Background: an optimization exercise with open tools, aiming at small area, a short achievable clock period and few clock cycles. Do not read the settings as production practice.
Function was checked by simulation only, so behaviour that the tests miss may differ from the original.
Power is estimated from default activity; no workload was simulated.

==> design/flow/design.v <==
`timescale 1ns/1ps
module spmv_top (
    input  logic                       clk,
    input  logic                       rst_n,
    input  logic                       cmd_val,
    input  logic [5:0]                 cmd_opcode,
    input  logic [64-1:0]     cmd_config_data,
    output logic                       busy,
    output logic                       resp_val,
    input  logic                       resp_rdy,
    output logic [64-1:0]     resp_data,
    input  logic                       mem_req_rdy,
    output logic                       mem_req_val,
    output logic [6-1:0] mem_req_transid,
    output logic [40-1:0]   mem_req_addr,
    input  logic                       mem_resp_val,
    input  logic [6-1:0] mem_resp_transid,
    input  logic [64-1:0]     mem_resp_data
);
    localparam logic [2:0] ST_IDLE = 3'd0;
    localparam logic [2:0] ST_COLL = 3'd1;   
    localparam logic [2:0] ST_RUN  = 3'd2;   
    localparam logic [2:0] ST_HOLD = 3'd3;   
    localparam logic [2:0] ST_READ = 3'd4;   
    localparam int D = 4;
    localparam int PW = 3;
    logic [2:0]  state, state_nx;
    logic        got_one;      
    logic        init_q;       
    logic        ld_spm_q;     
    logic [1:0]  op;
    logic        cmd_hsk, start_init, ld_spm, ld_vec, get_res, second_ld;
    logic        done_c, fin_q, rd_last;
    logic        st_run, st_hold, st_read;
    logic [40-1:0] val_ptr, vec_ptr;
    logic [12-1:0]   nnz;
    logic [6:0]     nr, vlen;
    assign op         = cmd_opcode[1:0];
    assign cmd_hsk    = cmd_val && !busy;
    assign st_run     = state == ST_RUN;
    assign st_hold    = state == ST_HOLD;
    assign st_read    = state == ST_READ;
    assign start_init = cmd_hsk && op == 2'd0 && (state == ST_IDLE || st_hold);
    assign ld_spm     = cmd_hsk && state == ST_COLL && op == 2'd1;
    assign ld_vec     = cmd_hsk && state == ST_COLL && op == 2'd2;
    assign second_ld  = (ld_spm || ld_vec) && got_one;
    assign get_res    = cmd_hsk && st_hold && op == 2'd3;
    always_comb begin
        state_nx = state;
        case (state)
            ST_IDLE: if (start_init) state_nx = ST_COLL;
            ST_COLL: if (second_ld) state_nx = ST_RUN;
            ST_RUN:  if (fin_q) state_nx = ST_HOLD;
            ST_HOLD: begin
                if (start_init) state_nx = ST_COLL;
                else if (get_res) state_nx = ST_READ;
            end
            ST_READ: if (rd_last) state_nx = ST_IDLE;
            default: state_nx = ST_IDLE;
        endcase
    end
    always_ff @(posedge clk) begin
        if (!rst_n) begin
            state   <= ST_IDLE;
            busy    <= 1'b0;
            got_one <= 1'b0;
            init_q  <= 1'b0;
            ld_spm_q <= 1'b0;
            run_go  <= 1'b0;
        end else begin
            state   <= state_nx;
            busy    <= state_nx == ST_RUN || state_nx == ST_READ;
            init_q  <= start_init;
            ld_spm_q <= ld_spm;
            run_go  <= state == ST_RUN && state_nx == ST_RUN;
            if (start_init) got_one <= 1'b0;
            else if (ld_spm || ld_vec) got_one <= 1'b1;
        end
    end
    always_ff @(posedge clk) begin
        if (start_init) val_ptr <= cmd_config_data[40-1:0];
        if (ld_spm) begin
            nnz <= cmd_config_data[12-1:0];
            nr  <= cmd_config_data[16 +: 6+1];
        end
        if (ld_vec) begin
            vec_ptr <= cmd_config_data[40-1:0];
            vlen    <= cmd_config_data[40 +: 6+1];
        end
    end
    localparam int CQ = 4;
    logic [6:0]   r_iss;             
    logic [2:0]             rl_cred;           
    logic [2:0]             cq_cred;           
    logic [12:0]   avail;             
    logic [12-1:0] kv;                
    logic [2:0]             xi3;               
    logic [2:0]             cq_wp;             
    logic                   vnext;             
    logic [12:0]   off_col;           
    logic [12+1:0] off_rl;            
    logic [6-1:0] colq [0:CQ-1];
    logic                   want_rl, want_x, want_v, want_c, gen_any, gen_fire;
    logic                   rl_more;           
    logic                   avail_nz;          
    logic [12:0]   avail_nx;
    logic                   gen_rl, gen_c, gen_x;
    logic                   s1_v, s1_vec;      
    logic [1:0]             s1_kind;
    logic [12+1:0] s1_off;
    localparam int HI_W = 40 - 12 - 2;
    logic [HI_W-1:0]        val_hi1, vec_hi1;
    logic [12+2:0] s1_lo;
    logic [12+1:0] s1_blo;            
    assign s1_lo = {1'b0, s1_blo} + {1'b0, s1_off};
    always_ff @(posedge clk) begin
        val_hi1 <= val_ptr[40-1:12+2] + 1'b1;
        vec_hi1 <= vec_ptr[40-1:12+2] + 1'b1;
    end
    logic [1:0]             pkind [0:2];       
    logic [40-1:0] paddr [0:2];
    logic                   gvec;              
    logic [12+1:0] goff;
    logic                   run_go;            
    logic [1:0]             pq_wp, pq_rp;
    logic [1:0]             pq_cnt;
    logic                   oh;                
    logic                   req_hsk, out_free, pend_move;
    logic [2:0]             out_cnt, out_cnt_nx;
    logic                   rl_back_e, rl_back_p;    
    logic [2:0]             rl_cred_in;
    assign rl_cred_in = rl_cred + {2'b00, rl_back_e} + {2'b00, rl_back_p};
    assign want_v    = vnext;
    assign want_rl   = rl_more && rl_cred != 3'd0;
    assign want_c    = avail_nz && cq_cred != 3'd0;
    assign want_x    = cq_wp != xi3;
    assign gen_any   = run_go && (want_v || want_rl || want_c || want_x);
    assign gvec      = !want_v && !want_rl && !want_c;
    always_comb begin
        if (want_v)       goff = {2'b00, kv};
        else if (want_rl) goff = off_rl;
        else if (want_c)  goff = {1'b0, off_col};
        else              goff = {{(12+2-6){1'b0}}, colq[xi3[1:0]]};
    end
    assign req_hsk   = mem_req_val && mem_req_rdy;
    assign out_free  = !oh || req_hsk;
    assign pend_move = pq_cnt != 2'd0 && out_free;
    assign gen_fire  = gen_any && (s1_v ? pq_cnt[1] == 1'b0 : pq_cnt != 2'd3);
    assign gen_rl    = gen_fire && !want_v && want_rl;
    assign gen_c     = gen_fire && !want_v && !want_rl && want_c;
    assign gen_x     = gen_fire && !want_v && !want_rl && !want_c;
    always_ff @(posedge clk) begin
        if (gen_fire) begin
            s1_kind <= want_v ? 2'd2 : want_rl ? 2'd1 :
                       want_c ? 2'd3 : 2'd0;
            s1_vec  <= gvec;
            s1_off  <= goff;
            s1_blo  <= gvec ? vec_ptr[12+1:0] : val_ptr[12+1:0];
        end
        if (s1_v) begin
            pkind[pq_wp] <= s1_kind;
            paddr[pq_wp] <= {s1_lo[12+2] ? (s1_vec ? vec_hi1 : val_hi1)
                                                  : (s1_vec ? vec_ptr[40-1:12+2]
                                                            : val_ptr[40-1:12+2]),
                             s1_lo[12+1:0]};
        end
    end
    assign out_cnt_nx = out_cnt + {2'b00, req_hsk} - {2'b00, mem_resp_val};
    always_ff @(posedge clk) begin
        if (!rst_n) begin
            s1_v        <= 1'b0;
            pq_cnt      <= '0;
            pq_wp       <= '0;
            pq_rp       <= '0;
            oh          <= 1'b0;
            mem_req_val <= 1'b0;
            out_cnt     <= '0;
        end else begin
            s1_v        <= gen_fire;
            pq_cnt      <= pq_cnt + {1'b0, s1_v} - {1'b0, pend_move};
            if (s1_v) pq_wp <= pq_wp == 2'd2 ? 2'd0 : pq_wp + 1'b1;
            if (pend_move) pq_rp <= pq_rp == 2'd2 ? 2'd0 : pq_rp + 1'b1;
            oh          <= pend_move || (oh && !req_hsk);
            mem_req_val <= (pend_move || (oh && !req_hsk)) && out_cnt_nx != 3'd4;
            out_cnt     <= out_cnt_nx;
        end
    end
    always_ff @(posedge clk) begin
        if (pend_move) begin
            mem_req_addr    <= paddr[pq_rp];
            mem_req_transid <= {4'b0000, pkind[pq_rp]};
        end
    end
    always_ff @(posedge clk) begin
        if (init_q) begin
            r_iss   <= '0;
            rl_more <= 1'b1;
            kv      <= '0;
            xi3     <= '0;
            vnext   <= 1'b0;
            rl_cred <= 3'(D);
            cq_cred <= 3'(CQ);
        end else begin
            if (gen_fire && want_v) begin
                kv    <= kv + 1'b1;
                vnext <= 1'b0;
            end
            if (gen_rl) begin
                r_iss   <= r_iss + 1'b1;
                rl_more <= r_iss + 1'b1 != nr;
                off_rl <= off_rl + 1'b1;
            end
            if (gen_c) off_col <= off_col + 1'b1;
            if (gen_x) begin
                xi3   <= xi3 + 1'b1;
                vnext <= 1'b1;
            end
            rl_cred <= gen_rl ? rl_cred_in - 1'b1 : rl_cred_in;
            if (gen_c)      cq_cred <= cq_cred - 1'b1;
            else if (gen_x) cq_cred <= cq_cred + 1'b1;
        end
        if (ld_spm_q) begin
            off_col <= {1'b0, nnz};
            off_rl  <= {1'b0, nnz, 1'b0};
        end
    end
    logic                   rv_q;
    logic [1:0]             rk_q;
    logic [6:0]   rd_q;
    logic                   is_rl, is_c;
    logic                   resp_x, resp_v;
    logic [31:0]            xb;          
    assign resp_x = mem_resp_val && mem_resp_transid[1:0] == 2'd0;
    assign resp_v = mem_resp_val && mem_resp_transid[1:0] == 2'd2;
    always_ff @(posedge clk) begin
        rv_q <= rst_n && mem_resp_val;
        rk_q <= mem_resp_transid[1:0];
        rd_q <= mem_resp_data[6:0];
        if (resp_x) xb <= mem_resp_data[31:0];
    end
    assign is_rl = rv_q && rk_q == 2'd1;
    assign is_c  = rv_q && rk_q == 2'd3;
    always_ff @(posedge clk) begin
        if (is_c) colq[cq_wp[1:0]] <= rd_q[6-1:0];
        if (init_q) cq_wp <= '0;
        else if (is_c) cq_wp <= cq_wp + 1'b1;
    end
    logic [6:0]   r_rcv;
    logic [6:0]   fifo_len [0:D-1];
    logic [PW-1:0]          wp, rp;
    logic [6:0]   rl_len;
    logic                   rl_empty, pop;
    logic [12:0]   avail_in;
    assign rl_len    = rd_q[6:0];
    assign rl_empty  = rl_len == '0;
    assign rl_back_e = is_rl && rl_empty;
    assign avail_in  = avail + {{(12-6){1'b0}}, is_rl ? rl_len : 7'd0};
    assign avail_nx  = gen_c ? avail_in - 1'b1 : avail_in;
    assign rl_back_p = pop;
    always_ff @(posedge clk) begin
        if (is_rl && !rl_empty) begin
            fifo_len[wp[PW-2:0]] <= rl_len;
        end
    end
    always_ff @(posedge clk) begin
        if (init_q) begin
            r_rcv <= '0;
            avail    <= '0;
            avail_nz <= 1'b0;
            wp    <= '0;
        end else begin
            if (is_rl) begin
                r_rcv <= r_rcv + 1'b1;
                if (!rl_empty) wp <= wp + 1'b1;
            end
            avail    <= avail_nx;
            avail_nz <= avail_nx != '0;
        end
    end
    logic                    p1, p2, p3;
    logic [31:0]             ma;          
    logic [16:0]             win_lo, win_hi;    
    logic [7:0]              d_one, d_two, d_neg;    
    logic [7:0]              lo_one, lo_two, lo_neg, hi_one, hi_two, hi_neg;
    logic                    zacc;        
    logic [31:0]             t_s, t_c, acc_s, acc_c, a_s, a_c;
    logic [31:0]             pp [0:7];
    logic [31:0]             negv;
    logic                    first;       
    logic [6:0]    cnt_row;
    logic [6:0]    head_len;
    logic                    last;
    logic                    wr_v;
    logic [31:0]             row_sum;
    assign win_lo = {xb[15:0], 1'b0};
    assign win_hi = p1 ? xb[31:15] : 17'd0;
    always_comb begin
        for (int i = 0; i < 8; i++) begin
            lo_neg[i] = win_lo[2*i+2];
            lo_one[i] = win_lo[2*i+1] ^ win_lo[2*i];
            lo_two[i] = (win_lo[2*i+2] & ~win_lo[2*i+1] & ~win_lo[2*i]) | (~win_lo[2*i+2] & win_lo[2*i+1] & win_lo[2*i]);
            hi_neg[i] = win_hi[2*i+2];
            hi_one[i] = win_hi[2*i+1] ^ win_hi[2*i];
            hi_two[i] = (win_hi[2*i+2] & ~win_hi[2*i+1] & ~win_hi[2*i]) | (~win_hi[2*i+2] & win_hi[2*i+1] & win_hi[2*i]);
        end
    end
    always_ff @(posedge clk) begin
        p1    <= rst_n && resp_v;
        p2    <= rst_n && p1;
        p3    <= rst_n && p2;
        zacc  <= p1 && (p3 ? last : first);
        d_one <= resp_v ? lo_one : hi_one;
        d_two <= resp_v ? lo_two : hi_two;
        d_neg <= resp_v ? lo_neg : hi_neg;
        if (resp_v) ma <= mem_resp_data[31:0];
        else        ma <= {ma[15:0], 16'd0};
    end
    always_comb begin
        negv = '0;
        for (int i = 0; i < 8; i++) begin
            logic [32:0] m;
            m    = ({33{d_one[i]}} & {1'b0, ma}) | ({33{d_two[i]}} & {ma, 1'b0});
            pp[i] = ({m[31:0]} ^ {32{d_neg[i]}}) << (2 * i);
            negv[2 * i] = d_neg[i];
        end
    end
    logic [31:0] l1a_s, l1a_c, l1b_s, l1b_c, l1c_s, l1c_c, l2a_s, l2a_c, l2b_s, l2b_c, l3a_s, l3a_c, l4a_s, l4a_c, m1_s, m1_c, m2_s, m2_c;
    assign l1a_s = pp[0] ^ pp[1] ^ pp[2];
    assign l1a_c = ((pp[0] & pp[1]) | (pp[0] & pp[2]) | (pp[1] & pp[2])) << 1;
    assign l1b_s = pp[3] ^ pp[4] ^ pp[5];
    assign l1b_c = ((pp[3] & pp[4]) | (pp[3] & pp[5]) | (pp[4] & pp[5])) << 1;
    assign l1c_s = pp[6] ^ pp[7] ^ negv;
    assign l1c_c = ((pp[6] & pp[7]) | (pp[6] & negv) | (pp[7] & negv)) << 1;
    assign l2a_s = l1a_s ^ l1a_c ^ l1b_s;
    assign l2a_c = ((l1a_s & l1a_c) | (l1a_s & l1b_s) | (l1a_c & l1b_s)) << 1;
    assign l2b_s = l1b_c ^ l1c_s ^ l1c_c;
    assign l2b_c = ((l1b_c & l1c_s) | (l1b_c & l1c_c) | (l1c_s & l1c_c)) << 1;
    assign l3a_s = l2a_s ^ l2a_c ^ l2b_s;
    assign l3a_c = ((l2a_s & l2a_c) | (l2a_s & l2b_s) | (l2a_c & l2b_s)) << 1;
    assign l4a_s = l3a_s ^ l3a_c ^ l2b_c;
    assign l4a_c = ((l3a_s & l3a_c) | (l3a_s & l2b_c) | (l3a_c & l2b_c)) << 1;
    assign a_s = zacc ? 32'd0 : acc_s;
    assign a_c = zacc ? 32'd0 : acc_c;
    assign m1_s = t_s ^ t_c ^ a_s;
    assign m1_c = ((t_s & t_c) | (t_s & a_s) | (t_c & a_s)) << 1;
    assign m2_s = m1_s ^ m1_c ^ a_c;
    assign m2_c = ((m1_s & m1_c) | (m1_s & a_c) | (m1_c & a_c)) << 1;
    assign head_len = fifo_len[rp[PW-2:0]];
    assign last     = cnt_row == head_len - 1'b1;
    assign pop      = p3 && last;
    assign row_sum  = acc_s + acc_c;
    always_ff @(posedge clk) begin
        t_s   <= l4a_s;
        t_c   <= l4a_c;
        acc_s <= m2_s;
        acc_c <= m2_c;
    end
    always_ff @(posedge clk) begin
        if (init_q) begin
            rp      <= '0;
            cnt_row <= '0;
            first   <= 1'b1;
            wr_v    <= 1'b0;
        end else begin
            wr_v <= pop;
            if (p3) begin
                if (last) begin
                    rp      <= rp + 1'b1;
                    cnt_row <= '0;
                    first   <= 1'b1;
                end else begin
                    cnt_row <= cnt_row + 1'b1;
                    first   <= 1'b0;
                end
            end
        end
    end
    assign done_c = all_in_q && !pad_r && !gen_any && !s1_v && pq_cnt == 2'd0 && !oh && out_cnt == 3'd0;
    logic [32-1:0] ych [0:64-1];
    logic [64-1:0] nz_row;     
    logic [6:0]    sc;          
    logic [2:0]              tsel;
    logic [32-1:0] tap, tap_m1, nxt;
    logic                    all_in, all_in_q, ld_first, ld_next, sh, sh_q;
    logic                    pad_r, first_sh;    
    logic [2:0]              pc, npad;
    logic [6:0]    p;           
    logic [32-1:0] rdata;
    logic                    out_hsk;
    assign all_in   = r_rcv == nr && wp == rp && !wr_v;
    assign npad     = 3'd0 - sc[2:0];
    assign ld_first = fin_q;
    assign ld_next  = out_hsk && !rd_last;
    assign tsel     = sc[6:3] - 1'b1;
    assign tap      = ych[{tsel, 3'b111}];
    assign tap_m1   = ych[{tsel, 3'b110}];
    assign nxt      = sh_q ? tap_m1 : tap;
    assign sh       = wr_v || pad_r || first_sh || sh_q;
    always_ff @(posedge clk) begin
        if (sh) begin
            ych[0] <= row_sum;
            for (int i = 1; i < 64; i++) ych[i] <= ych[i-1];
        end
    end
    always_ff @(posedge clk) begin
        if (init_q) begin
            nz_row <= '0;
            sc     <= '0;
            sh_q   <= 1'b0;
            all_in_q <= 1'b0;
            fin_q  <= 1'b0;
            first_sh <= 1'b0;
            pad_r  <= 1'b0;
            pc     <= '0;
        end else begin
            if (all_in && !all_in_q) begin
                all_in_q <= 1'b1;
                pc       <= npad;
                pad_r    <= npad != 3'd0;
            end else if (pad_r) begin
                pc    <= pc - 1'b1;
                pad_r <= pc != 3'd1;
            end
            fin_q    <= st_run && done_c && !fin_q;
            first_sh <= st_run && done_c && !fin_q && nz_row[0];
            sh_q <= ld_next && nz_row[p[6-1:0]];
            if (is_rl) nz_row[r_rcv[6-1:0]] <= !rl_empty;
            if (wr_v || pad_r) sc <= sc + 1'b1;
        end
    end
    assign out_hsk = resp_val && resp_rdy;
    assign rd_last = out_hsk && p == nr;
    assign resp_data = {{(64-32){1'b0}}, rdata};
    always_ff @(posedge clk) begin
        if (!rst_n) begin
            resp_val <= 1'b0;
        end else if (get_res) begin
            resp_val <= 1'b1;
        end else if (rd_last) begin
            resp_val <= 1'b0;
        end
    end
    always_ff @(posedge clk) begin
        if (ld_first) begin
            p     <= 7'd1;
            rdata <= nz_row[0] ? tap : 32'd0;
        end else if (ld_next) begin
            p     <= p + 1'b1;
            rdata <= nz_row[p[6-1:0]] ? nxt : 32'd0;
        end
    end
endmodule
==> design/flow/run.sh <==
#!/bin/bash
# synth_recipe.tcl (not shown) runs the flow's synth.tcl, then flattens the netlist and writes it again
# the make line also repeats each setting of config.mk as NAME=value (left out here)
make -C /OpenROAD-flow-scripts/flow DESIGN_CONFIG=/design/flow/config.mk WORK_HOME=/design/flow/orfs CLKGATE_MAP_FILE= SYNTH_SCRIPT=/design/flow/synth_recipe.tcl finish
==> design/flow/config.mk <==
export PLATFORM = sky130hd
export DESIGN_NAME = spmv_top
export DESIGN_NICKNAME = spmv_top
export VERILOG_FILES = /design/flow/design.v
export SDC_FILE = /design/flow/constraint.sdc
export NUM_CORES = 4
export LEC_CHECK = 0
export CAP_MARGIN = 20
export CORE_MARGIN = 2
export CORE_UTILIZATION = 40
export SLEW_MARGIN = 20
==> design/flow/constraint.sdc <==
create_clock -name core_clock -period 12.0 [get_ports {clk}]
set_input_delay 2.4000 -clock core_clock [delete_from_list [all_inputs] [get_ports {clk}]]
set_output_delay 2.4000 -clock core_clock [all_outputs]
set_load 0.01 [all_outputs]
==> results.json, run 1 <==
{
  "clk_path_buf_depth": 4,
  "numCtsBuffers": 305,
  "cp_slowest_cell": "clkdlybuf4s50_1",
  "tritoncts": "done",
  "period_minus_slack_ns": 4.46,
  "end_kind": "output pin",
  "grt_pass1_wl_um": 312000,
  "max_stage_delay_ns": 0.71,
  "grt-ovfl-total": 0,
  "fin_nets": 7011,
  "cp.required_ns": 9.60,
  "setup_viol": 0,
  "leakage_nw": 39.2,
  "drt_iter0_markers": 5242,
  "postRouteAntennaNets": 0,
  "initial_core_util_pct": 40.3,
  "root_buffer": "clkbuf_16",
  "hold-path-endpoint": "ych[26][1]$_DFFE_PP_",
  "coreArea_um2": 269000,
  "synth-async-reset-ratio_pct": 0,
  "p_total_w": 0.0240,
  "dr.pass1.iters": 6,
  "ys_seq_area_share_pct": 76.9,
  "multiInputGateArea_um2": 23200,
  "netlist_area_um2": 108000,
  "p_seq_share_pct": 50.4,
  "rsz0062_at_grt": "false",
  "grt_max_degree": 203,
  "swShare_pct": 23.7,
  "hold_start": "ych[25][1]$_DFFE_PP_",
  "ys_warn_count": 3,
  "hold_buffers": 0,
  "drt-total-wl_um": 206000,
  "cts_resized": 0,
  "utilization_pct": 46.1,
  "combPwrFrac_pct": 11.1,
  "hold_class": "reg2reg",
  "cap_violations": 0,
  "timing.slew.headroom_pct": 23.4,
  "gp_congestion": 0.807,
  "clk_pin_slew_ns": 0.06,
  "reg2regPathDepth": 15,
  "htree_levels": 5,
  "critPathArrivalTime_ns": 2.06,
  "drv_slew": 0,
  "cpLargestDelayFamily": "buffers and inverters",
  "hold_depth": 0,
  "cp_cell_sequence": "clkdlybuf4s50_1",
  "min_period_over_period_pct": 37.2,
  "finalWorstSetupSlack_ns": 7.54,
  "r2r-end": "rl_cred[1]$_SDFF_PP0_",
  "clkPwrFrac_pct": 38.5,
  "crit_fanout": 4,
  "num-fill-cells": 22600,
  "dieWidth_um": 524,
  "synth-seq-cells": 2912,
  "status": "finished clean",
  "drive_above_1_share_pct": 9.80,
  "syn_avg_cell_area_um2": 17.2,
  "dr_total_vias": 52700,
  "clk_latency_ns": 0.87,
  "internal_power_w": 0.0183,
  "clock_skew_ns": 0.0870,
  "area_growth_pct": 14.3,
  "worst_slew_pin_slew_ns": 1.15,
  "wl_per_cell_um": 19.9,
  "cts.sinks": 2912,
  "critical_path_buf_inv_count": 1,
  "layout_common_cells": "edfxtp_1, a22oi_1, dfxtp_1",
  "critical_path.startpoint_type": "flip-flop",
  "drcViolationCount": 0,
  "seq_area_um2": 83200,
  "powerDensity_nw_per_um2": 194,
  "dp_worst_setup_slack_ns": 6.93,
  "synth_edf_count": 2486,
  "ios": 259,
  "grt_pass1_vias": 52400,
  "worstSetupPathType": "reg2out",
  "synthCells": 6286,
  "maxClockFrequency_mhz": 224,
  "vias_per_cell": 5.10,
  "antenna_found_initial": 11,
  "final_common_cell": "edfxtp_1",
  "hpwl_um": 119000,
  "cts_setup_buffers": 0,
  "die_y_um": 524,
  "p_switching_w": 0.00568,
  "track_usage_pct": 14.6,
  "final_hold_viol_count": 0,
  "synth_flop_cell": "edfxtp_1",
  "numPortBuffers": 158,
  "rrSetupSlack_ns": 7.82,
  "synthDistinctLibCells": 70,
  "rows": 190,
  "dieArea_um2": 275000,
  "ir_worst_vdd_mv": 0.124
}
-- flip-flops by register name (all words and copies together) (netlist names), 24 cells and up, named ones only --
name / flops
rdata: 32
fifo_len: 28
t_c: 28
nz_row: 64
acc_s: 32
colq: 24
val_ptr: 40
ma: 32
t_s: 32
ych: 2048
vec_hi1: 26
acc_c: 30
paddr: 120
xb: 32
vec_ptr: 40
val_hi1: 26
mem_req_addr: 40
-- kinds of logic after synthesis --
| family | synth area share [%] |
|---|---|
| buffers and inverters | 1.96 |
| adders and majority gates | 5.14 |
| muxes | 1.92 |
| AOI/OAI and AO/OA | 5.78 |
| other | 0.00346 |
| xor gates and xnor gates | 3.74 |
| and+or+nand+nor | 4.61 |
| DFF | 76.9 |
-- power by group through the flow --
stage          Combinational (W)  Clock [W]  Sequential, W
3_5_place_dp             0.00267          0         0.0123
4_1_cts                  0.00269    0.00951         0.0121
2_1_floorplan            0.00186          0         0.0124
6_report                 0.00265    0.00924         0.0121
3_3_place_gp             0.00260          0         0.0123
5_1_grt                  0.00300    0.00990         0.0121
-- layout make-up --
| cell class | instances | share of cell area (%) |
|---|---|---|
| sequential | 2912 | 67.3 |
| antenna | 9 | 0.0182 |
| tap | 3552 | 3.59 |
| clock buffer | 385 | 6.65 |
| inverter | 190 | 0.576 |
| clock inverter | 150 | 1.31 |
| multi-input combinational | 2891 | 18.7 |
| timing repair buffer | 238 | 1.86 |
-- worst max-delay path by stage --
| stage | from | endpoint | slack [ns] | depth (start not counted) |
|---|---|---|---|---|
| 6_report | resp_val$_SDFFE_PN0P_ | resp_val | 7.54 | 1 |
| 5_1_grt | flip-flop | rl_cred[1]$_SDFF_PP0_ | 7.43 | 15 |
| 4_1_cts | resp_val$_SDFFE_PN0P_ | resp_val | 7.43 | 1 |
| 3_5_place_dp | cmd_val | run_go$_SDFF_PN0_ | 6.93 | 9 |
| 3_3_place_gp | cmd_val | busy$_SDFF_PN0_ | 6.97 | 10 |
| 2_1_floorplan | sh_q$_SDFF_PP0_ | ych[0][0]$_DFFE_PP_ | -3.36 | 3 |
-- per-stage QoR --
stage | cell area, um^2 | hold slack, ns | setup TNS [ns] | cells
2_1_floorplan | 108000 | 0.400 | -6872.19 | 6321
3_3_place_gp | 114000 | 0.400 | 0 | 9779
3_5_place_dp | 114000 | 0.405 | 0 | 9779
4_1_cts | 124000 | 0.349 | 0 | 10300
5_1_grt | 124000 | 0.349 | 0 | 10300
6_report | 124000 | 0.360 | 0 | 10300
-- metal layers --
layer | up-vias | GRT usage [%] | wire, um
li1 | 24100 | - | -
met1 | 26700 | 21.6 | 96300
met2 | 1557 | 21.7 | 90800
met3 | 387 | 2.77 | 12900
met4 | 2 | 5.08 | 5980
met5 | - | 0 | 11
-- synth_stat cells (46+ instances only) --
cell type | count | area, um^2
nand4_1 | 90 | 563
nand2_1 | 307 | 1150
and2_1 | 46 | 288
mux4_2 | 59 | 1330
a22oi_1 | 439 | 3300
o21ai_0 | 152 | 761
xnor2_1 | 292 | 2560
edfxtp_1 | 2486 | 74700
inv_1 | 190 | 713
xor2_1 | 170 | 1490
a21oi_1 | 100 | 500
mux2i_1 | 57 | 571
ha_1 | 131 | 1640
fa_1 | 196 | 3920
dfxtp_1 | 426 | 8530
nor2_1 | 277 | 1040
clkbuf_1 | 241 | 905
nand3_1 | 69 | 345
nor2b_1 | 80 | 500
Testbench counts, summed over its fixed seeds: cycles 130,124.
==> run 2, diff against run 1 <==
--- a/design/flow/design.v
+++ b/design/flow/design.v
@@ -118,7 +118,9 @@
         vec_hi1 <= vec_ptr[40-1:12+2] + 1'b1;
     end
     logic [1:0]             pkind [0:2];       
-    logic [40-1:0] paddr [0:2];
+    logic [12+1:0] plo [0:2];         
+    logic                   pvec [0:2];        
+    logic                   pcy [0:2];
     logic                   gvec;              
     logic [12+1:0] goff;
     logic                   run_go;            
@@ -159,10 +161,9 @@
         end
         if (s1_v) begin
             pkind[pq_wp] <= s1_kind;
-            paddr[pq_wp] <= {s1_lo[12+2] ? (s1_vec ? vec_hi1 : val_hi1)
-                                                  : (s1_vec ? vec_ptr[40-1:12+2]
-                                                            : val_ptr[40-1:12+2]),
-                             s1_lo[12+1:0]};
+            plo[pq_wp]   <= s1_lo[12+1:0];
+            pvec[pq_wp]  <= s1_vec;
+            pcy[pq_wp]   <= s1_lo[12+2];
         end
     end
     assign out_cnt_nx = out_cnt + {2'b00, req_hsk} - {2'b00, mem_resp_val};
@@ -187,7 +188,10 @@
     end
     always_ff @(posedge clk) begin
         if (pend_move) begin
-            mem_req_addr    <= paddr[pq_rp];
+            mem_req_addr    <= {pcy[pq_rp] ? (pvec[pq_rp] ? vec_hi1 : val_hi1)
+                                           : (pvec[pq_rp] ? vec_ptr[40-1:12+2]
+                                                          : val_ptr[40-1:12+2]),
+                                plo[pq_rp]};
             mem_req_transid <= {4'b0000, pkind[pq_rp]};
         end
     end
--- a/design/flow/config.mk
+++ b/design/flow/config.mk
@@ -7,5 +7,7 @@
 export LEC_CHECK = 0
 export CAP_MARGIN = 20
 export CORE_MARGIN = 2
-export CORE_UTILIZATION = 40
+export CORE_UTILIZATION = 65
+export CTS_CLUSTER_DIAMETER = 100
+export CTS_CLUSTER_SIZE = 20
 export SLEW_MARGIN = 20
==> run 2 against run 1 <==
  * Still clean
  * Sequential power decreased by 5%
  * Routed wire length fell by 8.8%
  * Hold slack gained 0.048 ns
  * Setup slack improved by 0.019 ns
  * Sequential share of layout area up 3.7 points
  * Via count down 3.7%
  * Sequential cell count down 70
  * Largest cell class unchanged
==> results.json, run 2 <==
{
  "status": "finished clean",
  "timing.slew.headroom_pct": 19.5,
  "cts_setup_buffers": 0,
  "num-fill-cells": 10400,
  "ir_worst_vdd_mv": 0.172,
  "dieArea_um2": 166000,
  "synth_edf_count": 2414,
  "maxClockFrequency_mhz": 225,
  "drcViolationCount": 0,
  "final_cells": 8547,
  "wl_per_cell_um": 22.0,
  "dr.pass1.iters": 8,
  "hold-path-endpoint": "ych[46][31]$_DFFE_PP_",
  "drv_slew": 0,
  "holdWs_ns": 0.407,
  "clk_path_buf_depth": 3,
  "syn_avg_cell_area_um2": 17.1,
  "crit_fanout": 11,
  "rows": 148,
  "grt_pass1_vias": 49600,
  "root_buffer": "clkbuf_16",
  "ios": 259,
  "clock_skew_ns": 0.0368,
  "period_minus_slack_ns": 4.44,
  "hold_class": "reg2reg",
  "synth-seq-cells": 2842,
  "critical_path.startpoint_type": "flip-flop",
  "dr_total_vias": 50700,
  "drive_above_1_share_pct": 6.10,
  "hpwl_um": 112000,
  "layout_common_cells": "edfxtp_1, dfxtp_1, a22oi_1",
  "worstSetupPathType": "reg2reg",
  "grt_pass1_wl_um": 289000,
  "synth_flop_cell": "edfxtp_1",
  "cap_violations": 0,
  "rrSetupSlack_ns": 7.56,
  "leakage_nw": 35.9,
  "cts.sinks": 2842,
  "fin_area_um2": 114000,
  "htree_levels": 4,
  "clk_latency_ns": 0.83,
  "reg2regPathDepth": 10,
  "synth_top_area_share_pct": 68.4,
  "coreArea_um2": 162000,
  "end_kind": "flip-flop",
  "cts_resized": 0,
  "numPortBuffers": 158,
  "rsz0062_at_grt": "false",
  "diodes": 0,
  "grt-ovfl-total": 0,
  "critPathArrivalTime_ns": 5.17,
  "worst_slew_pin_slew_ns": 1.21,
  "die_y_um": 408,
  "ys_seq_area_share_pct": 76.5,
  "hold_start": "ych[45][31]$_DFFE_PP_",
  "hold_depth": 0,
  "drt_iter0_markers": 5229,
  "largest_register_ffs": 2048,
  "track_usage_pct": 22.6,
  "synth-async-reset-ratio_pct": 0,
  "vias_per_cell": 5.94,
  "dr_wl_met2_um": 87400,
  "yosys-top-cells-count": "edfxtp_1, dfxtp_1, a22oi_1, xnor2_1, nand2_1",
  "powerDensity_nw_per_um2": 172,
  "hold_buffers": 0,
  "synthCells": 6197,
  "wl_met3_um": 9830,
  "postRouteAntennaNets": 0,
  "yosysMostFrequentCell": "edfxtp_1",
  "cp.required_ns": 12.72,
  "dieWidth_um": 408,
  "antenna_found_initial": 0,
  "place_inst": 8317,
  "area_growth_pct": 7.87,
  "ys_warn_count": 3,
  "synthDistinctLibCells": 77,
  "yosys.area.top_type": "edfxtp_1",
  "grt_max_degree": 208,
  "met1_length_um": 86500,
  "final_hold_viol_count": 0,
  "netlist_area_um2": 106000,
  "r2r-end": "rl_cred[1]$_SDFF_PP0_",
  "p_total_w": 0.0196,
  "top_regs": "ych (2048), nz_row (64), plo (42)",
  "synth_area_leaders": "edfxtp_1, dfxtp_1, fa_1, a22oi_1, xnor2_1",
  "final_common_cell": "edfxtp_1",
  "initial_core_util_pct": 65.2,
  "clk_pin_slew_ns": 0.09,
  "top_register": "ych",
  "numCtsBuffers": 160,
  "highest_layer": "met4",
  "gp_congestion": 0.810,
  "setup_viol": 0,
  "min_period_over_period_pct": 37.0,
  "placed_area_um2": 110000,
  "tritoncts": "done",
  "drt-total-wl_um": 188000,
  "fin_nets": 6777
}
[run 2: worst max path at each step]
stage | from | end | slack (ns) | cells after the start
2_1_floorplan | sh_q$_SDFF_PP0_ | ych[0][0]$_DFFE_PP_ | -3.36 | 3
6_report | flip-flop | rl_cred[1]$_SDFF_PP0_ | 7.56 | 10
3_3_place_gp | mem_req_rdy | pq_cnt[1]$_SDFF_PN0_ | 7.17 | 11
4_1_cts | flip-flop | rl_cred[1]$_SDFF_PP0_ | 7.56 | 10
5_1_grt | flip-flop | rl_cred[1]$_SDFF_PP0_ | 7.33 | 12
3_5_place_dp | mem_req_rdy | pq_cnt[1]$_SDFF_PN0_ | 7.16 | 11
[run 2: routing by layer]
layer,GRT usage [%],up-vias
met1,34.5,25800
met4,6.05,0
met5,0,-
met2,35.0,1446
li1,-,23300
met3,2.98,258
[run 2: per-stage QoR]
stage / TNS, ns / util, % / worst slack [ns]
after global placement: 0 / 67.6 / 7.17
after floorplan: -6872.19 / - / -3.36
after detailed placement: 0 / 67.6 / 7.16
after global routing: 0 / 70.4 / 7.33
final: 0 / 70.4 / 7.56
after CTS: 0 / 70.4 / 7.56
[run 2: cell families (layout without fill, tap and decap cells)]
group | Yosys count | in the layout | share of synthesized area, %
muxes | 112 | 112 | 1.79
adders and majority gates | 327 | 327 | 5.25
xor gates and xnor gates | 454 | 454 | 3.75
AOI/OAI and AO/OA | 912 | 912 | 5.93
and+or+nand+nor | 1040 | 1040 | 4.80
DFF | 2842 | 2842 | 76.5
other | 1 | 36 | 0.00354
buffers and inverters | 509 | 649 | 1.98
[run 2: area by class of cell]
type,count,area [um^2],share of cell area [%]
Timing Repair Buffer,228,2200,1.92
Inverter,191,717,0.627
Multi-Input combinational cell,2881,23100,20.2
Tap cell,2175,2720,2.38
Sequential cell,2842,81100,70.9
Clock buffer,218,4330,3.79
Clock inverter,12,164,0.143
[run 2: worst max-delay path: stages (launching register included)]
cell and delay (ns):
dfxtp_1 0.64, mux4_2 0.63, nor3_2 0.33, xor2_1 0.14, a2111oi_0 0.44, o21ai_0 0.29, nor3_2 0.77, fa_1 0.60
inv_1 0.09, ha_1 0.22, a211oi_1 0.21
[run 2: power breakdown]
part	internal, W	leakage (nW)	switching, W
sequential	0.0112	23.6	0.000314
combinational	0.00109	10.0	0.00155
clock	0.00253	2.17	0.00290
Testbench counts of run 2, summed over its fixed seeds: cycles 130,124.
==> run 3, diff against run 2 <==
--- a/design/flow/design.v
+++ b/design/flow/design.v
@@ -27,13 +27,12 @@
     logic [2:0]  state, state_nx;
     logic        got_one;      
     logic        init_q;       
-    logic        ld_spm_q;     
+    logic        spm_ok;       
     logic [1:0]  op;
     logic        cmd_hsk, start_init, ld_spm, ld_vec, get_res, second_ld;
     logic        done_c, fin_q, rd_last;
     logic        st_run, st_hold, st_read;
     logic [40-1:0] val_ptr, vec_ptr;
-    logic [12-1:0]   nnz;
     logic [6:0]     nr, vlen;
     assign op         = cmd_opcode[1:0];
     assign cmd_hsk    = cmd_val && !busy;
@@ -65,14 +64,13 @@
             busy    <= 1'b0;
             got_one <= 1'b0;
             init_q  <= 1'b0;
-            ld_spm_q <= 1'b0;
-            run_go  <= 1'b0;
+            spm_ok  <= 1'b0;
         end else begin
             state   <= state_nx;
             busy    <= state_nx == ST_RUN || state_nx == ST_READ;
             init_q  <= start_init;
-            ld_spm_q <= ld_spm;
-            run_go  <= state == ST_RUN && state_nx == ST_RUN;
+            if (start_init) spm_ok <= 1'b0;
+            else if (ld_spm) spm_ok <= 1'b1;
             if (start_init) got_one <= 1'b0;
             else if (ld_spm || ld_vec) got_one <= 1'b1;
         end
@@ -80,7 +78,6 @@
     always_ff @(posedge clk) begin
         if (start_init) val_ptr <= cmd_config_data[40-1:0];
         if (ld_spm) begin
-            nnz <= cmd_config_data[12-1:0];
             nr  <= cmd_config_data[16 +: 6+1];
         end
         if (ld_vec) begin
@@ -113,17 +110,14 @@
     logic [12+2:0] s1_lo;
     logic [12+1:0] s1_blo;            
     assign s1_lo = {1'b0, s1_blo} + {1'b0, s1_off};
-    always_ff @(posedge clk) begin
-        val_hi1 <= val_ptr[40-1:12+2] + 1'b1;
-        vec_hi1 <= vec_ptr[40-1:12+2] + 1'b1;
-    end
+    assign val_hi1 = val_ptr[40-1:12+2] + 1'b1;
+    assign vec_hi1 = vec_ptr[40-1:12+2] + 1'b1;
     logic [1:0]             pkind [0:2];       
     logic [12+1:0] plo [0:2];         
     logic                   pvec [0:2];        
     logic                   pcy [0:2];
     logic                   gvec;              
     logic [12+1:0] goff;
-    logic                   run_go;            
     logic [1:0]             pq_wp, pq_rp;
     logic [1:0]             pq_cnt;
     logic                   oh;                
@@ -136,7 +130,7 @@
     assign want_rl   = rl_more && rl_cred != 3'd0;
     assign want_c    = avail_nz && cq_cred != 3'd0;
     assign want_x    = cq_wp != xi3;
-    assign gen_any   = run_go && (want_v || want_rl || want_c || want_x);
+    assign gen_any   = spm_ok && (want_v || want_rl || want_c || want_x);
     assign gvec      = !want_v && !want_rl && !want_c;
     always_comb begin
         if (want_v)       goff = {2'b00, kv};
@@ -146,7 +140,7 @@
     end
     assign req_hsk   = mem_req_val && mem_req_rdy;
     assign out_free  = !oh || req_hsk;
-    assign pend_move = pq_cnt != 2'd0 && out_free;
+    assign pend_move = st_run && pq_cnt != 2'd0 && out_free;
     assign gen_fire  = gen_any && (s1_v ? pq_cnt[1] == 1'b0 : pq_cnt != 2'd3);
     assign gen_rl    = gen_fire && !want_v && want_rl;
     assign gen_c     = gen_fire && !want_v && !want_rl && want_c;
@@ -223,9 +217,9 @@
             if (gen_c)      cq_cred <= cq_cred - 1'b1;
             else if (gen_x) cq_cred <= cq_cred + 1'b1;
         end
-        if (ld_spm_q) begin
-            off_col <= {1'b0, nnz};
-            off_rl  <= {1'b0, nnz, 1'b0};
+        if (ld_spm) begin
+            off_col <= {1'b0, cmd_config_data[12-1:0]};
+            off_rl  <= {1'b0, cmd_config_data[12-1:0], 1'b0};
         end
     end
     logic                   rv_q;
==> run 3 against run 2 <==
  * Count of clock-buffer cells in the layout fell by 19
  * Sequential power is 3% lower
  * Largest power group unchanged
  * Clock skew up 0.012 ns
  * Highest routed layer unchanged
  * Largest cell class unchanged
==> results.json, run 3 <==
{
  "status": "finished clean",
  "drcViolationCount": 0,
  "clock_skew_ns": 0.0493,
  "wl_per_cell_um": 22.3,
  "drt-total-wl_um": 186000,
  "finalWorstSetupSlack_ns": 7.67,
  "cp_slowest_cell": "or4_1",
  "vias_per_cell": 6.01,
  "leakage_nw": 35.2,
  "powerDensity_nw_per_um2": 166,
  "cp.required_ns": 12.64,
  "hpwl_um": 111000,
  "worst_slew_pin_slew_ns": 1.20,
  "rsz0062_at_grt": "false",
  "postRouteAntennaNets": 0,
  "clk_path_buf_depth": 3,
  "cts.sinks": 2777,
  "die_y_um": 404,
  "grt_max_degree": 200,
  "max_stage_delay_ns": 0.62,
  "grt-ovfl-total": 0,
  "timing.slew.headroom_pct": 19.8,
  "grt_pass1_vias": 48500,
  "top_regs": "ych (2048), nz_row (64), plo (42)",
  "dieWidth_um": 404,
  "period_minus_slack_ns": 4.33,
  "numPortBuffers": 158,
  "ys_seq_area_share_pct": 76.6,
  "cts_setup_buffers": 0,
  "syn_avg_cell_area_um2": 17.1,
  "rows": 146,
  "met1_length_um": 84200,
  "coreArea_um2": 159000,
  "wl_met3_um": 10100,
  "end_kind": "flip-flop",
  "dr.pass1.iters": 6,
  "largest_register_ffs": 2048,
  "synth-seq-cells": 2777,
  "critical_path.startpoint_type": "flip-flop",
  "initial_core_util_pct": 65.6,
  "drv_slew": 0,
  "tritoncts": "done",
  "drive_above_1_share_pct": 5.59,
  "track_usage_pct": 22.7,
  "place_inst": 8113,
  "root_buffer": "clkbuf_16",
  "maxClockFrequency_mhz": 231,
  "numCtsBuffers": 157,
  "dp_worst_setup_slack_ns": 7.06,
  "yosys.area.top_type": "edfxtp_1",
  "cts_resized": 0,
  "crit_fanout": 18,
  "synth-async-reset-ratio_pct": 0,
  "synth_top_area_share_pct": 69.4,
  "final_hold_viol_count": 0,
  "num-fill-cells": 10100,
  "netlist_area_um2": 104000,
  "yosysMostFrequentCell": "edfxtp_1",
  "final_cells": 8330,
  "synth_edf_count": 2402,
  "critical_path_buf_inv_count": 2,
  "ys_warn_count": 3,
  "antenna_found_initial": 2,
  "hold_class": "reg2reg",
  "clk_latency_ns": 0.80,
  "layout_common_cells": "edfxtp_1, a22oi_1, dfxtp_1",
  "cpLargestDelayFamily": "simple AND/OR/NAND/NOR gates",
  "synthCells": 6094,
  "min_period_over_period_pct": 36.1,
  "dr_wl_met2_um": 87300,
  "hold_buffers": 0,
  "dieArea_um2": 163000,
  "synthDistinctLibCells": 78,
  "path_common_cell": "or3_4",
  "fin_nets": 6672,
  "ios": 259,
  "dr_total_vias": 50000,
  "area_growth_pct": 7.87,
  "grt_pass1_wl_um": 282000,
  "ir_worst_vdd_mv": 0.143,
  "drt_iter0_markers": 5365,
  "yosys-top-cells-count": "edfxtp_1, a22oi_1, dfxtp_1, nor2_1, xnor2_1",
  "critPathArrivalTime_ns": 4.97,
  "setup_viol": 0,
  "gp_congestion": 0.825,
  "htree_levels": 4,
  "cap_violations": 0,
  "cp_cell_sequence": "nand2_1 -> nor2_1 -> buf_4 -> and2_1 -> ha_1 -> inv_1 -> fa_1 -> xnor2_1 -> or4_1 -> or3_4 -> or3_4 -> or4_4 -> xnor2_2 -> a41oi_2",
  "synth_flop_cell": "edfxtp_1",
  "highest_layer": "met4",
  "worstSetupPathType": "reg2reg",
  "synth_area_leaders": "edfxtp_1, dfxtp_1, fa_1, a22oi_1, xnor2_1",
  "final_common_cell": "edfxtp_1",
  "clk_pin_slew_ns": 0.09,
  "top_register": "ych",
  "p_total_w": 0.0187
}
-- run 3: worst reg2reg max path, delay by kind of cell (launching register included) --
family	cells	cell delay, ns
buffers and inverters	2	0.32
xor gates and xnor gates	2	0.44
adders and majority gates	2	0.64
AOI/OAI and AO/OA	1	0.11
and+or+nand+nor	7	2.32
DFF	1	0.37
-- run 3: stage by stage --
stage | TNS (ns) | hold slack [ns] | util [%] | cell area (um^2)
finish | 0 | 0.386 | 70.7 | 112000
global route | 0 | 0.395 | 70.7 | 112000
CTS | 0 | 0.386 | 70.7 | 112000
detailed placement | 0 | 0.405 | 67.9 | 108000
global placement | 0 | 0.401 | 67.9 | 108000
floorplan | -6881.59 | 0.400 | - | 104000
-- run 3: metal layers --
metal  global-route usage (%)  vias up
li1                         -    22800
met1                     34.2    25400
met2                     35.5     1459
met3                     3.00      298
met4                     6.13        0
met5                        0        -
-- run 3: final cells by class --
cell class,count,area (um^2),area share [%]
sequential,2777,79700,71.0
multi-input combinational,2853,22500,20.1
clock buffer,199,4110,3.66
tap,2072,2590,2.31
timing repair buffer,227,2170,1.94
inverter,184,691,0.616
clock inverter,16,367,0.327
antenna,2,5.00,0.00446
-- run 3: report_power, final --
group / leakage, nW / total [W] / switching [W] / internal [W]
Combinational: 9.95 / 0.00219 / 0.00131 / 0.000882
Clock: 2.15 / 0.00534 / 0.00289 / 0.00245
Sequential: 23.1 / 0.0111 / 0.000254 / 0.0109
Total: 35.2 / 0.0187 / 0.00445 / 0.0142
-- run 3: kinds of logic after synthesis --
group | count (synthesis) | synth area share, %
adders and majority gates | 326 | 5.34
DFF | 2777 | 76.6
muxes | 109 | 1.48
xor gates and xnor gates | 437 | 3.69
other | 1 | 0.00361
buffers and inverters | 499 | 1.95
and+or+nand+nor | 1044 | 4.87
AOI/OAI and AO/OA | 901 | 6.06
-- run 3: path summary, 6_finish.rpt --
path,startpoint,to,slack [ns],depth (start not counted)
hold reg to reg,ych[2][7]$_DFFE_PP_,ych[3][7]$_DFFE_PP_,0.39,0
setup / recovery,rk_q[0]$_DFF_P_,avail_nz$_SDFF_PP0_,7.67,14
hold / removal,ych[2][7]$_DFFE_PP_,ych[3][7]$_DFFE_PP_,0.39,0
setup reg to reg,rk_q[0]$_DFF_P_,avail_nz$_SDFF_PP0_,7.67,14
Testbench counts of run 3, summed over its fixed seeds: cycles 129,931.
==> run 4, diff against run 3 <==
--- a/design/flow/design.v
+++ b/design/flow/design.v
@@ -344,7 +344,7 @@
     assign m2_s = m1_s ^ m1_c ^ a_c;
     assign m2_c = ((m1_s & m1_c) | (m1_s & a_c) | (m1_c & a_c)) << 1;
     assign head_len = fifo_len[rp[PW-2:0]];
-    assign last     = cnt_row == head_len - 1'b1;
+    always_ff @(posedge clk) last <= cnt_row == head_len - 1'b1;
     assign pop      = p3 && last;
     assign row_sum  = acc_s + acc_c;
     always_ff @(posedge clk) begin
--- a/design/flow/config.mk
+++ b/design/flow/config.mk
@@ -10,4 +10,4 @@
 export CORE_UTILIZATION = 65
 export CTS_CLUSTER_DIAMETER = 100
 export CTS_CLUSTER_SIZE = 20
-export SLEW_MARGIN = 20
+export SLEW_MARGIN = 45
==> run 4 against run 3 <==
  * Still clean
  * Cell area grew 0.29%
  * Hold slack gained 0.015 ns
  * Count of clock-buffer cells in the layout grew 5
  * Via count is essentially flat
  * Total power grew 2.4%
  * Synthesized cell count grew 0.18%
  * Cell count grew 0.36%
  * Clock skew shrank 0.012 ns
  * Routed wire length grew 0.59%
  * Non-clock buffer count grew 10
  * First-iteration DRC count shrank 13%
  * Critical path type is now reg2out
  * Largest cell class unchanged
==> results.json, run 4 <==
{
  "dp_worst_setup_slack_ns": 6.98,
  "dr.pass1.iters": 5,
  "clk_latency_ns": 0.81,
  "coreArea_um2": 159000,
  "largest_register_ffs": 2048,
  "cts_setup_buffers": 0,
  "synth_flop_cell": "edfxtp_1",
  "leakage_nw": 35.4,
  "grt_pass1_wl_um": 286000,
  "track_usage_pct": 22.9,
  "clk_pin_slew_ns": 0.08,
  "initial_core_util_pct": 65.5,
  "root_buffer": "clkbuf_16",
  "yosys-top-cells-count": "edfxtp_1, a22oi_1, dfxtp_1, nor2_1, nand2_1",
  "critical_path.startpoint_type": "flip-flop",
  "worst_slew_pin_slew_ns": 0.828,
  "drcViolationCount": 0,
  "top_register": "ych",
  "hold_start": "ych[3][27]$_DFFE_PP_",
  "htree_levels": 4,
  "hold_depth": 0,
  "synth_area_leaders": "edfxtp_1, dfxtp_1, fa_1, a22oi_1, xnor2_1",
  "cpLargestDelayFamily": "buffers and inverters",
  "cts_resized": 0,
  "vias_per_cell": 5.98,
  "numPortBuffers": 158,
  "dieWidth_um": 404,
  "grt-ovfl-total": 0,
  "ios": 259,
  "maxClockFrequency_mhz": 235,
  "syn_avg_cell_area_um2": 17.0,
  "hpwl_um": 112000,
  "setup_viol": 0,
  "gp_congestion": 0.819,
  "powerDensity_nw_per_um2": 170,
  "max_stage_delay_ns": 0.58,
  "yosys.area.top_type": "edfxtp_1",
  "final_cells": 8360,
  "synthCells": 6105,
  "final_common_cell": "edfxtp_1",
  "crit_fanout": 1,
  "drt_iter0_markers": 4673,
  "layout_common_cells": "edfxtp_1, a22oi_1, dfxtp_1",
  "hold_buffers": 0,
  "r2r-end": "avail_nz$_SDFF_PP0_",
  "finalWorstSetupSlack_ns": 7.75,
  "hold_class": "reg2reg",
  "timing.slew.headroom_pct": 44.7,
  "drt-total-wl_um": 187000,
  "timing.rr.start": "rk_q[0]$_DFF_P_",
  "postRouteAntennaNets": 0,
  "numCtsBuffers": 156,
  "critPathArrivalTime_ns": 1.85,
  "grt_pass1_vias": 49300,
  "status": "finished clean",
  "cp_slowest_cell": "clkdlybuf4s50_1",
  "dr_total_vias": 50000,
  "ys_seq_area_share_pct": 76.6,
  "worstSetupPathType": "reg2out",
  "place_inst": 8139,
  "netlist_area_um2": 104000,
  "dieArea_um2": 163000,
  "drive_above_1_share_pct": 6.25,
  "clock_skew_ns": 0.0368,
  "synthDistinctLibCells": 90,
  "die_y_um": 404,
  "synth_top_area_share_pct": 69.3,
  "final_hold_viol_count": 0,
  "top_regs": "ych (2048), nz_row (64), plo (42)",
  "yosysMostFrequentCell": "edfxtp_1",
  "cts.sinks": 2778,
  "ys_warn_count": 3,
  "rrSetupSlack_ns": 7.97,
  "fin_nets": 6698,
  "ir_worst_vdd_mv": 0.139,
  "grt_max_degree": 112,
  "hold-path-endpoint": "ych[4][27]$_DFFE_PP_",
  "rsz0062_at_grt": "false",
  "reg2regPathDepth": 14,
  "end_kind": "output pin",
  "drv_slew": 0,
  "synth-seq-cells": 2778,
  "min_period_over_period_pct": 35.4,
  "synth-async-reset-ratio_pct": 0,
  "area_growth_pct": 8.08,
  "synth_edf_count": 2402,
  "rows": 146,
  "cp.required_ns": 9.60,
  "tritoncts": "done",
  "clk_path_buf_depth": 3,
  "cp_cell_sequence": "clkdlybuf4s50_1",
  "antenna_found_initial": 3,
  "period_minus_slack_ns": 4.25,
  "utilization_pct": 70.8,
  "critical_path_buf_inv_count": 1,
  "wl_per_cell_um": 22.4,
  "cap_violations": 0
}
==> run 4: changes by cell type in the layout (fill, tap and decap cells not counted), moves of 14 or more <==
cell | before | now
nand2_1 | 267 | 289
dfxtp_1 | 361 | 341
dfxtp_2 | 10 | 30
a21oi_1 | 129 | 148
nor2b_1 | 95 | 77
buf_4 | 63 | 48
buf_6 | 0 | 14
==> run 4: cell type report <==
type                    instances  area, um^2
multi-input cells            2857       22500
clock buffers                 204        4090
repair buffers                237        2450
inverters                     196         742
clock inverters                14         343
fillers                      9943       46300
diodes                          2        5.00
well taps                    2072        2590
flip-flops and latches       2778       79700
==> run 4: worst max path at each step <==
stage | startpoint | end | slack [ns] | cells past startpoint
3_3_place_gp | mem_req_rdy | pq_cnt[1]$_SDFF_PN0_ | 6.71 | 11
5_1_grt | rdata[30]$_DFFE_PP_ | resp_data[30] | 7.65 | 1
4_1_cts | rdata[30]$_DFFE_PP_ | resp_data[30] | 7.65 | 1
2_1_floorplan | pad_r$_SDFF_PP0_ | ych[0][0]$_DFFE_PP_ | -3.36 | 3
6_report | rdata[26]$_DFFE_PP_ | resp_data[26] | 7.75 | 1
3_5_place_dp | mem_req_rdy | pq_cnt[1]$_SDFF_PN0_ | 6.98 | 11
==> run 4: per-stage QoR <==
stage	total power, W	cell area [um^2]	TNS [ns]	hold WS, ns
6_report	0.0191	112000	0	0.401
4_1_cts	0.0193	112000	0	0.400
2_1_floorplan	0.0135	104000	-6881.59	0.400
3_3_place_gp	0.0139	108000	0	0.400
5_1_grt	0.0200	112000	0	0.408
3_5_place_dp	0.0140	108000	0	0.405
==> run 4: report_power, final <==
group          internal (W)  switching (W)
registers            0.0111       0.000305
clock network       0.00243        0.00291
logic              0.000896        0.00144
total                0.0145        0.00465
==> run 4: cells by family (layout without fill, tap and decap cells) <==
kind of cell	Yosys count	in the layout	synth area share, %
XOR/XNOR	440	440	3.71
buffers and inverters	505	651	2.02
other	1	38	0.00360
flip-flops	2778	2778	76.6
adder cells (fa/ha/maj)	326	326	5.33
multiplexers	102	102	1.41
AO/OA/AOI/OAI	908	908	6.11
AND/OR/NAND/NOR	1045	1045	4.85
==> run 4: per-layer routing <==
| layer | wire length, um | share of wire, % | up-vias | global-route usage, % |
|---|---|---|---|---|
| li1 | - | - | 22900 | - |
| met1 | 85900 | 46 | 25400 | 34.5 |
| met2 | 87100 | 47 | 1428 | 35.5 |
| met3 | 10100 | 5.4 | 251 | 3.60 |
| met4 | 3890 | 2.1 | 4 | 5.87 |
| met5 | 28 | 0.015 | - | 0 |
Testbench counts of run 4, summed over its fixed seeds: cycles 129,931.
==> run 5, diff against run 4 <==
==> design/flow/flow/run.sh (new file) <==
#!/bin/bash
# The standard layout (the standard.sh: the standard synthesis and every ORFS step
# unchanged, at the design's clock and constraints), with one difference: the timing repair
# is asked for 8.2 ns of setup slack instead of 0, so the resizer also speeds up paths that
# already meet the 12 ns clock. make and each ORFS step log to orfs/logs/...; the make run
# itself logs to standard.log.
set -euo pipefail
cd "$(dirname "$0")/.."
export SETUP_SLACK_MARGIN=8.2
bash standard.sh > standard.log 2>&1
==> design/flow/standard.sh (new file) <==
#!/bin/bash
# synth_recipe.tcl (not shown) runs the flow's synth.tcl, then flattens the netlist and writes it again
# the make line also repeats each setting of config.mk as NAME=value (left out here)
make -C /OpenROAD-flow-scripts/flow DESIGN_CONFIG=/design/flow/config.mk WORK_HOME=/design/flow/orfs CLKGATE_MAP_FILE= SYNTH_SCRIPT=/design/flow/synth_recipe.tcl "${@:-finish}"
removed: design/flow/run.sh
==> run 5 against run 4 <==
  * Still clean
  * Utilization fell by 0.072 points
  * Clock skew rose by 0.0026 ns
  * Critical path depth did not move
  * Critical path type unchanged
  * Critical endpoint is now resp_data[30]
  * Largest cell class unchanged
==> results.json, run 5 <==
{
  "status": "finished clean",
  "antenna_found_initial": 3,
  "layout_common_cells": "edfxtp_1, a22oi_1, dfxtp_1",
  "fin_nets": 6705,
  "gp_congestion": 0.819,
  "grt_pass1_vias": 49300,
  "multiInputGateArea_um2": 22600,
  "maxClockFrequency_mhz": 258,
  "final_cells": 8366,
  "clk_pin_slew_ns": 0.08,
  "placed_area_um2": 108000,
  "setup_viol": 0,
  "drv_slew": 0,
  "hpwl_um": 112000,
  "ys_seq_area_share_pct": 76.6,
  "rsz0062_at_grt": "true",
  "final_common_cell": "edfxtp_1",
  "dp_worst_setup_slack_ns": 6.98,
  "drt-total-wl_um": 188000,
  "tritoncts": "done",
  "finalWorstSetupSlack_ns": 8.12,
  "utilization_pct": 70.8,
  "track_usage_pct": 22.9,
  "die_y_um": 404,
  "dr.pass1.iters": 6,
  "numPortBuffers": 158,
  "numCtsBuffers": 156,
  "grt_max_degree": 112,
  "worstSetupPathType": "reg2out",
  "drcViolationCount": 0,
  "end_kind": "output pin",
  "initial_core_util_pct": 65.5,
  "ios": 259,
  "timing.slew.headroom_pct": 46.9,
  "holdWs_ns": 0.404,
  "grt-ovfl-total": 0,
  "root_buffer": "clkbuf_16",
  "worst_slew_pin_slew_ns": 0.796,
  "drive_above_1_share_pct": 7.75,
  "synth_top_area_share_pct": 69.3,
  "powerDensity_nw_per_um2": 170,
  "clk_path_buf_depth": 3,
  "final_hold_viol_count": 0,
  "rows": 146,
  "top_register": "ych",
  "p_switching_w": 0.00465,
  "cpLargestDelayFamily": "flip-flops",
  "min_period_over_period_pct": 32.3,
  "top_regs": "ych (2048), nz_row (64), plo (42)",
  "period_minus_slack_ns": 3.88,
  "coreArea_um2": 159000,
  "yosys-top-cells-count": "edfxtp_1, a22oi_1, dfxtp_1, nor2_1, nand2_1",
  "syn_avg_cell_area_um2": 17.0,
  "p_seq_share_pct": 59.8,
  "dieWidth_um": 404,
  "synth-seq-cells": 2778,
  "cp.required_ns": 9.60,
  "synth_flop_cell": "edfxtp_1",
  "num-fill-cells": 9964,
  "place_inst": 8139,
  "clk_latency_ns": 0.81,
  "synth_area_leaders": "edfxtp_1, dfxtp_1, fa_1, a22oi_1, xnor2_1",
  "drt_iter0_markers": 4848,
  "critical_path_buf_inv_count": 1,
  "cap_violations": 0,
  "internal_power_w": 0.0145,
  "synthDistinctLibCells": 90,
  "combPwrFrac_pct": 12.3,
  "grt_pass1_wl_um": 286000,
  "vias_per_cell": 5.98,
  "hold_buffers": 0,
  "ir_worst_vdd_mv": 0.138,
  "htree_levels": 4,
  "cp_cell_sequence": "buf_2",
  "fin_area_um2": 112000,
  "largest_register_ffs": 2048,
  "dieArea_um2": 163000,
  "clock_skew_ns": 0.0394,
  "dr_total_vias": 50100,
  "swShare_pct": 24.3,
  "synth-async-reset-ratio_pct": 0,
  "max_stage_delay_ns": 0.49,
  "crit_fanout": 1,
  "postRouteAntennaNets": 0,
  "cp_slowest_cell": "edfxtp_1",
  "seq_area_um2": 79700,
  "area_growth_pct": 7.97,
  "critPathArrivalTime_ns": 1.48,
  "cts.sinks": 2778,
  "ys_warn_count": 3,
  "yosysMostFrequentCell": "edfxtp_1",
  "clkPwrFrac_pct": 27.9,
  "wl_per_cell_um": 22.4,
  "rrSetupSlack_ns": 8.38,
  "synthCells": 6105,
  "netlist_area_um2": 104000,
  "critical_path.startpoint_type": "flip-flop",
  "leakage_nw": 35.5,
  "synth_edf_count": 2402,
  "yosys.area.top_type": "edfxtp_1",
  "hold_class": "reg2reg"
}
run 5: per-stage QoR:
stage                     TNS (ns)  power [W]
after floorplan           -6881.59     0.0135
final                            0     0.0191
after global placement           0     0.0139
after global routing             0     0.0200
after CTS                        0     0.0193
after detailed placement         0     0.0140
run 5: timing repair:
item / in CTS / in global routing
buffers inserted: 0 / 5
gates resized for setup: 336 / 29
pin swaps: 0 / 3
gates cloned: 1 / 1
endpoints found under the hold margin: 0 / 0
setup endpoints to repair: 255 / 264
run 5: area by class of cell:
class                   count  area share (%)
diodes                      1         0.00223
clock buffers             204            3.64
clock inverters            14           0.305
inverters                 196           0.673
multi-input cells        2857            20.1
flip-flops and latches   2778            71.0
well taps                2072            2.31
repair buffers            243            2.00
repair inverters            1         0.00780
run 5: final timing paths:
kind         depth (start not counted)                   end                 start
min reg2reg                          0  ych[3][11]$_DFFE_PP_  ych[2][11]$_DFFE_PP_
max reg2reg                         14   avail_nz$_SDFF_PP0_       rk_q[0]$_DFF_P_
max                                  1         resp_data[30]   rdata[30]$_DFFE_PP_
min                                  0  ych[3][11]$_DFFE_PP_  ych[2][11]$_DFFE_PP_
run 5: kinds of logic (layout without fill, tap and decap cells):
logic type	Yosys count	count (layout)	share of synthesized area, %
fa+ha+maj	326	326	5.33
xor+xnor	440	440	3.71
mux	102	102	1.41
buf+inv	505	658	2.02
flops	2778	2778	76.6
simple gates	1045	1045	4.85
compound gates	908	908	6.11
other cells	1	37	0.00360
run 5: routing by layer:
layer  up-vias  global-route usage, %  part of all wire (%)
met4         4                   5.94                   2.2
met1     25400                   34.5                    46
met3       257                   3.60                   5.5
met5         -                      0                 0.015
li1      23000                      -                     -
met2      1482                   35.6                    47
run 5: power groups by stage:
| stage | clock network (W) | logic (W) | registers (W) |
|---|---|---|---|
| after floorplan | 0 | 0.00174 | 0.0118 |
| after global placement | 0 | 0.00225 | 0.0116 |
| after detailed placement | 0 | 0.00235 | 0.0116 |
| after CTS | 0.00552 | 0.00236 | 0.0114 |
| after global routing | 0.00584 | 0.00266 | 0.0115 |
| final | 0.00534 | 0.00235 | 0.0114 |

==> re-timing with driven ports <==
Ports are ideal in the flow. The routed layouts listed here were re-timed in OpenROAD. Step 1: set_driving_cell puts a clkbuf_16 on clk and a buf_2 on each other input, an assumption about the parent block. Step 2 times the ports against the registers' clock, not the clock port: input delays grow and output delays shrink by t, the midpoint of the rising clock arrivals with the driver on. a / b / c = ideal / step 1 / step 2; a / b = the first two.
| run | t (ns) | slack for setup (ns) | worst setup path after step 2 | latest minus earliest clock arrival (ns) | worst slew at a driven data input, ns |
|---|---|---|---|---|---|
| run 1 | 0.919 | 7.538 / 7.441 / 6.939 | input to register | 0.087 / 0.087 | 0.12 |
| run 2 | 0.895 | 7.557 / 7.557 / 7.195 | input to register | 0.044 / 0.044 | 0.07 |
| run 3 | 0.865 | 7.667 / 7.639 / 7.060 | input to register | 0.059 / 0.059 | 0.09 |
| run 4 | 0.875 | 7.753 / 7.672 / 7.032 | input to register | 0.054 / 0.054 | 0.15 |
| run 5 | 0.873 | 8.121 / 8.039 / 7.499 | input to register | 0.055 / 0.056 | 0.15 |
After both steps every run listed still meets setup and hold. The setup slack of run 4, which loses most, moves by -0.081 ns with the drivers and by -0.721 ns with both steps.
